Context: an optimization exercise on an open-source flow, tuned for a short achievable clock period and few clock cycles per item. The choices shown serve that exercise and are no tape-out recipe.
The RTL was checked by simulation tests, not by an equivalence proof against the original design.
Power is estimated from default activity; no workload was simulated.

==> job 9418: inputs <==
## bf_top
module bf_top (
   input  logic                    clk,
   input  logic                    rst,
   input  logic                    req_valid,
   input  bf_ctrl_pkg::req_kind_t  req_kind,
   input  bf_word_pkg::sram_addr_t req_hash0,
   input  bf_word_pkg::sram_addr_t req_hash1,
   output logic                    req_ready,
   output logic                    sram_rd_req,
   output bf_word_pkg::sram_addr_t sram_rd_addr,
   input  bf_word_pkg::sram_word_t sram_rd_data,
   input  logic                    sram_rd_vld,
   output logic                    sram_wr_req,
   output bf_word_pkg::sram_addr_t sram_wr_addr,
   output bf_word_pkg::sram_word_t sram_wr_data
);
Settings: LEC_CHECK=0, CAP_MARGIN=20, CORE_MARGIN=2, CORE_UTILIZATION=40, SLEW_MARGIN=20; clock period 10.0 ns.
standard.sh (not shown) runs the stock make flow with config.mk's settings and CLKGATE_MAP_FILE= SYNTH_SCRIPT=/design/flow/synth_recipe.tcl, a recipe that flattens the netlist after the stock synthesis.
==> flow/flow/run.sh <==
#!/bin/bash
set -uo pipefail
cd "$(dirname "$0")/.."
bash standard.sh synth > log_synth.txt 2>&1 || { tail -20 log_synth.txt; exit 1; }
bash standard.sh SETUP_SLACK_MARGIN=7 finish > log_layout.txt 2>&1 || { tail -20 log_layout.txt; exit 1; }
==> job 9289 (differences from job 9418) <==
--- a/flow/design.v
+++ b/flow/design.v
@@ -177,18 +177,16 @@
    logic                    visit, visit_q;
    logic [255:0]            done;
    logic [15:0]             sp_lo, sp_hi;    
    logic [15:0]             done_g;
    logic                    done_q;
    logic                    st_v;            
    logic [15:0]             st_lo, st_hi;
    logic [9:0]              ahead;
-   logic                     r0_v;
-   bf_word_pkg::sram_word_t  r0_d;
    logic                     a1_v, a1_op, a1_k, a1_clr;
    logic [3:0]               a1_sh;
    bf_word_pkg::bucket_vec_t a1_vec;
    bf_word_pkg::sram_addr_t  a1_a;
    bf_word_pkg::epoch_t      a1_ep;
    logic                     a2_v, a2_op, a2_k;
    logic [11:0]              a2_nz;
    bf_word_pkg::bucket_vec_t a2_vec;
@@ -298,31 +296,29 @@
          if (rst)
             done[i] <= 1'b0;
          else if (a2_v && st_v && st_hi[i/16] && st_lo[i%16])
             done[i] <= 1'b1;
          else if (visit_q && sp_hi[i/16] && sp_lo[i%16])
             done[i] <= 1'b0;
       end
    end
-   assign age = epoch - r0_d[bf_word_pkg::EPOCH_LSB +: bf_word_pkg::EPOCH_BITS];
+   assign age = epoch - rd_data[bf_word_pkg::EPOCH_LSB +: bf_word_pkg::EPOCH_BITS];
    always_ff @(posedge clk) begin
-      r0_v <= rd_vld;
-      r0_d <= rd_data;
       if (rst) begin
          a1_v <= 1'b0;
          a2_v <= 1'b0;
          retp <= '0;
       end else begin
-         a1_v <= r0_v;
+         a1_v <= rd_vld;
          a2_v <= a1_v;
-         if (r0_v)
+         if (rd_vld)
             retp <= retp + 1'b1;
       end
-      a1_vec <= r0_d[bf_word_pkg::BUCKET_LSB +: bf_word_pkg::VEC_BITS];
+      a1_vec <= rd_data[bf_word_pkg::BUCKET_LSB +: bf_word_pkg::VEC_BITS];
       a1_clr <= (age >= 8'd12);
       a1_sh  <= age[3:0];
       a1_a   <= ent_a[retp];
       a1_op  <= ent_op[retp];
       a1_k   <= ent_k[retp];
       a1_ep  <= epoch;
       a2_vec <= aged;
       a2_nz  <= nz;
Settings changed: CORE_UTILIZATION 40 to 60, PLACE_DENSITY set to 0.8.
==> job 214 (differences from job 9418) <==
--- a/flow/design.v
+++ b/flow/design.v
@@ -127,17 +127,17 @@
                   result[i*4 +: 4] = aged[i*4 +: 4] - 4'd1;
          end
       end
    end
 endmodule
 `timescale 1ns/100ps
 module bf_engine #(
    parameter int TABLE_DEPTH = 1024,
-   parameter int VISIT_GAP   = 24
+   parameter int VISIT_GAP   = 12
 ) (
    input  logic                    clk,
    input  logic                    rst,         
    input  logic                    rst_now,     
    input  bf_word_pkg::epoch_t     epoch,
    output logic                    sram_rd_req,
    output bf_word_pkg::sram_addr_t sram_rd_addr,
    output logic                    sram_wr_req,
@@ -164,29 +164,27 @@
    logic                    cand_op;
    logic                    cand_k;
    logic [NE-1:0]           cand_m;     
    logic                    sel;        
    logic                    nx_v, nx_op, nx_k;    
    bf_word_pkg::sram_addr_t nx_a;
    logic                    nx_free;
    logic [NE-1:0]           nx_m;
-   logic [NE-1:0]           sc_m;       
    logic [9:0]              sp;
    logic [9:0]              sc_addr;
    logic                    sc_pend;
-   logic [4:0]              vcnt;
-   logic                    visit, visit_q;
-   logic [255:0]            done;
-   logic [15:0]             sp_lo, sp_hi;    
-   logic [15:0]             done_g;
+   logic [3:0]              vcnt;
+   logic [TABLE_DEPTH-1:0]  done;       
+   logic [31:0]             sp_lo, sp_hi;    
+   logic [31:0]             done_g;
    logic                    done_q;
-   logic                    st_v;            
-   logic [15:0]             st_lo, st_hi;
-   logic [9:0]              ahead;
+   logic                    visit, visit_q;
+   logic                    st_v;
+   logic [31:0]             st_lo, st_hi;    
    logic                     r0_v;
    bf_word_pkg::sram_word_t  r0_d;
    logic                     a1_v, a1_op, a1_k, a1_clr;
    logic [3:0]               a1_sh;
    bf_word_pkg::bucket_vec_t a1_vec;
    bf_word_pkg::sram_addr_t  a1_a;
    bf_word_pkg::epoch_t      a1_ep;
    logic                     a2_v, a2_op, a2_k;
@@ -195,24 +193,22 @@
    bf_word_pkg::sram_addr_t  a2_a;
    bf_word_pkg::epoch_t      a2_ep;
    bf_word_pkg::bucket_vec_t aged, result;
    logic [11:0]              nz;
    bf_word_pkg::epoch_t      age;
    logic issue, cand_free;
    assign issue     = cand_v && !(|(cand_m & ent_v)) && !full && !a2_v && !rst;
    assign cand_free = !cand_v || issue;
-   assign nx_free   = !nx_v || (cand_free && !sc_pend);
-   assign req_pop   = nx_free && !req_empty && sel && !rst;
+   assign nx_free   = !nx_v || cand_free;
+   assign req_pop   = nx_free && !sc_pend && !req_empty && sel && !rst;
    assign visit     = (vcnt == '0) && !sc_pend;
    always_comb begin
       for (int i = 0; i < NE; i++)
          nx_m[i] = (issue && tail == 3'(i)) ? (cand_a == nx_a) : (ent_a[i] == nx_a);
-      for (int i = 0; i < NE; i++)
-         sc_m[i] = (issue && tail == 3'(i)) ? (cand_a == {9'd0, sc_addr}) : (ent_a[i] == {9'd0, sc_addr});
    end
    always_ff @(posedge clk) begin
       if (rst) begin
          ent_v <= '0;
          tail  <= '0;
          head  <= '0;
          nv    <= '0;
          full  <= 1'b0;
@@ -240,71 +236,72 @@
    end
    always_ff @(posedge clk) begin
       if (rst) begin
          cand_v  <= 1'b0;
          nx_v    <= 1'b0;
          sel     <= 1'b0;
          sc_pend <= 1'b0;
          sp      <= '0;
-         vcnt    <= 5'(VISIT_GAP - 1);
+         vcnt    <= 4'(VISIT_GAP - 1);
          visit_q <= 1'b0;
       end else begin
-         if (cand_free) begin
-            cand_v <= sc_pend || nx_v;
-            sc_pend <= 1'b0;
-         end
+         if (cand_free)
+            cand_v <= nx_v;
          if (nx_free) begin
-            nx_v <= !req_empty;
-            if (!req_empty)
+            nx_v <= sc_pend || !req_empty;
+            if (!sc_pend && !req_empty)
                sel <= !sel;
+            if (sc_pend)
+               sc_pend <= 1'b0;
          end
          visit_q <= visit;
          if (visit) begin
-            vcnt <= 5'(VISIT_GAP - 1);
+            vcnt <= 4'(VISIT_GAP - 1);
             sp   <= sp + 1'b1;
             if (!done_q) begin
                sc_pend <= 1'b1;
                sc_addr <= sp;
             end
          end else if (vcnt != '0) begin
             vcnt <= vcnt - 1'b1;
          end
       end
    end
    always_ff @(posedge clk) begin
       if (cand_free) begin
-         cand_a  <= sc_pend ? {9'd0, sc_addr} : nx_a;
-         cand_op <= !sc_pend && nx_op;
+         cand_a  <= nx_a;
+         cand_op <= nx_op;
          cand_k  <= nx_k;
-         cand_m  <= sc_pend ? sc_m : nx_m;
+         cand_m  <= nx_m;
       end
       if (nx_free) begin
-         nx_a  <= sel ? req_hash1 : req_hash0;
-         nx_op <= 1'b1;
+         nx_a  <= sc_pend ? {9'd0, sc_addr} : (sel ? req_hash1 : req_hash0);
+         nx_op <= !sc_pend;
          nx_k  <= req_kind;
       end
    end
-   assign ahead = a1_a[9:0] - sp;
    always_ff @(posedge clk) begin
-      for (int j = 0; j < 16; j++) begin
-         sp_lo[j]  <= (sp[3:0] == 4'(j));
-         sp_hi[j]  <= (sp[7:4] == 4'(j));
-         done_g[j] <= |(done[j*16 +: 16] & sp_lo);
-         st_lo[j]  <= (a1_a[3:0] == 4'(j));
-         st_hi[j]  <= (a1_a[7:4] == 4'(j));
+      for (int j = 0; j < 32; j++) begin
+         sp_lo[j]  <= (sp[4:0] == 5'(j));
+         sp_hi[j]  <= (sp[9:5] == 5'(j));
+         done_g[j] <= |(done[j*32 +: 32] & sp_lo);
       end
       done_q <= |(done_g & sp_hi);
-      st_v   <= a1_v && a1_a[18:10] == '0 && ahead[9:8] == 2'b00 && ahead[7:1] != '0;
-      for (int i = 0; i < 256; i++) begin
+      st_v   <= a1_v && a1_a[18:10] == '0;
+      for (int j = 0; j < 32; j++) begin
+         st_lo[j] <= (a1_a[4:0] == 5'(j));
+         st_hi[j] <= (a1_a[9:5] == 5'(j));
+      end
+      for (int i = 0; i < TABLE_DEPTH; i++) begin
          if (rst)
             done[i] <= 1'b0;
-         else if (a2_v && st_v && st_hi[i/16] && st_lo[i%16])
+         else if (a2_v && st_v && st_hi[i/32] && st_lo[i%32])
             done[i] <= 1'b1;
-         else if (visit_q && sp_hi[i/16] && sp_lo[i%16])
+         else if (visit_q && sp_hi[i/32] && sp_lo[i%32])
             done[i] <= 1'b0;
       end
    end
    assign age = epoch - r0_d[bf_word_pkg::EPOCH_LSB +: bf_word_pkg::EPOCH_BITS];
    always_ff @(posedge clk) begin
       r0_v <= rd_vld;
       r0_d <= rd_data;
       if (rst) begin
@@ -366,17 +363,17 @@
    output bf_word_pkg::sram_addr_t sram_rd_addr,
    input  bf_word_pkg::sram_word_t sram_rd_data,
    input  logic                    sram_rd_vld,
    output logic                    sram_wr_req,
    output bf_word_pkg::sram_addr_t sram_wr_addr,
    output bf_word_pkg::sram_word_t sram_wr_data
 );
    localparam int REQ_BITS   = 1 + 2 * bf_word_pkg::ADDR_BITS;
-   localparam int DEPTH_BITS = 2;
+   localparam int DEPTH_BITS = 3;
    bf_word_pkg::epoch_t     epoch;
    logic                    rst_q;
    logic                    cap_v, rdy_d, taken;
    bf_ctrl_pkg::req_kind_t  cap_k;
    bf_word_pkg::sram_addr_t cap_h0, cap_h1;
    logic                    req_empty, req_pop;
    logic [DEPTH_BITS:0]     req_cnt;
    logic [REQ_BITS-1:0]     req_dout;
==> comparison <==
Combinational power: job 9289 is lower than job 214 (about 20%). Between job 9418 and job 9289, the lower cell count is in job 9289 (gap about 12%, measured against job 9289). The highest area after synthesis belongs to job 214, the lowest to job 9289. Critical path depth is the same in job 214 and job 9418. Via count: job 9289 is larger than job 9418 (2.3%). Clock-buffer cell count, lowest first: job 9289, job 9418, job 214. Global-route usage: job 9289 is higher than job 9418 (10 points). The highest die area belongs to job 214, the lowest to job 9289. In job 9418 the sequential power is lower than in job 214, by about 40%.
==> figures <==
Final worst path period share: job 214 33.9%; job 9289 31.5%; job 9418 32.1%
Number of placed cells counting well taps: job 214 10,500; job 9289 4,765; job 9418 5,370
Worst R2R End: job 214 u_engine.cand_m[5]; job 9289 u_engine.ent_a[6][14]; job 9418 u_engine.st_v
Footprint of the flip-flops and latches: job 214 49,100 um2; job 9289 26,000 um2; job 9418 27,200 um2
Xor/xnor share of the synthesized area: job 214 2.49%; job 9289 6.67%; job 9418 6.53%
Count of non-CTS inverters in the layout: job 214 67; job 9289 82; job 9418 82
Result of the run: job 214 finished clean; job 9289 finished clean; job 9418 finished clean
Syn_nets: job 214 8,384; job 9289 4,048; job 9418 4,090
Max reg flops: job 214 1,024; job 9289 256; job 9418 256
Net count, final: job 214 8,100; job 9289 4,110; job 9418 4,171
Number of antenna diodes: job 214 2; job 9289 1; job 9418 0
Maximum achievable frequency: job 214 295 MHz; job 9289 318 MHz; job 9418 311 MHz
Detailed router's first-iteration violation count: job 214 9,812; job 9289 3,711; job 9418 2,865
Clock buffer count in the final layout: job 214 316; job 9289 134; job 9418 165
Global-route usage over all layers: job 214 25.5%; job 9289 30.6%; job 9418 20.5%
Routed met3 length: job 214 28,700 um; job 9289 11,500 um; job 9418 8330 um
Number of tap cells inserted: job 214 2,805; job 9289 959; job 9418 1,500
Placed Area: job 214 88,100 um2; job 9289 46,500 um2; job 9418 48,400 um2
Area of the core region: job 214 210,000 um2; job 9289 72,800 um2; job 9418 112,000 um2
Count of sequential standard cells: job 214 2,167; job 9289 1,103; job 9418 1,160
Testbench counts of job 9418, summed over its fixed seeds: cycles 387,701, items 96,000.
Testbench counts of job 9289, summed over its fixed seeds: cycles 387,221, items 96,000.
Testbench counts of job 214, summed over its fixed seeds: cycles 386,622, items 96,000.

==> re-timing with driven ports <==
How much do the figures lean on ideal ports? The routed layouts below were timed once more, with nothing changed but the port constraints.
Step 1 (the two cells are an assumption about what drives the block):
set clk [get_ports {clk}]
set_driving_cell -lib_cell sky130_fd_sc_hd__clkbuf_16 $clk
set_driving_cell -lib_cell sky130_fd_sc_hd__buf_2 [delete_from_list [all_inputs] $clk]
Step 2 moves the port delays by t, midway between the first and last clock arrival at a register: inputs arrive t later, outputs are due t later. That takes back most of the time a late clock gives input paths.
a / b / c = ideal ports / drivers / drivers and shift; a / b = the first two.
| run | shift t [ns] | setup slack, ns | hold WS [ns] | worst register clock-pin slew, ns | pins driven straight from the clock port |
|---|---|---|---|---|---|
| job 9418 | 0.764 | 6.785 / 6.716 / 6.983 | 0.319 / 0.319 / 0.319 | 0.07 / 0.07 | 1 |
| job 9289 | 0.732 | 6.852 / 6.786 / 6.321 | 0.321 / 0.321 / 0.321 | 0.07 / 0.07 | 1 |
| job 214 | 0.939 | 6.609 / 6.528 / 7.126 | 0.297 / 0.297 / 0.297 | 0.07 / 0.07 | 1 |
After both steps every run listed still meets setup and hold. For job 9289, which loses most, drivers alone change the setup slack by -0.066 ns; drivers and shift together by -0.531 ns.
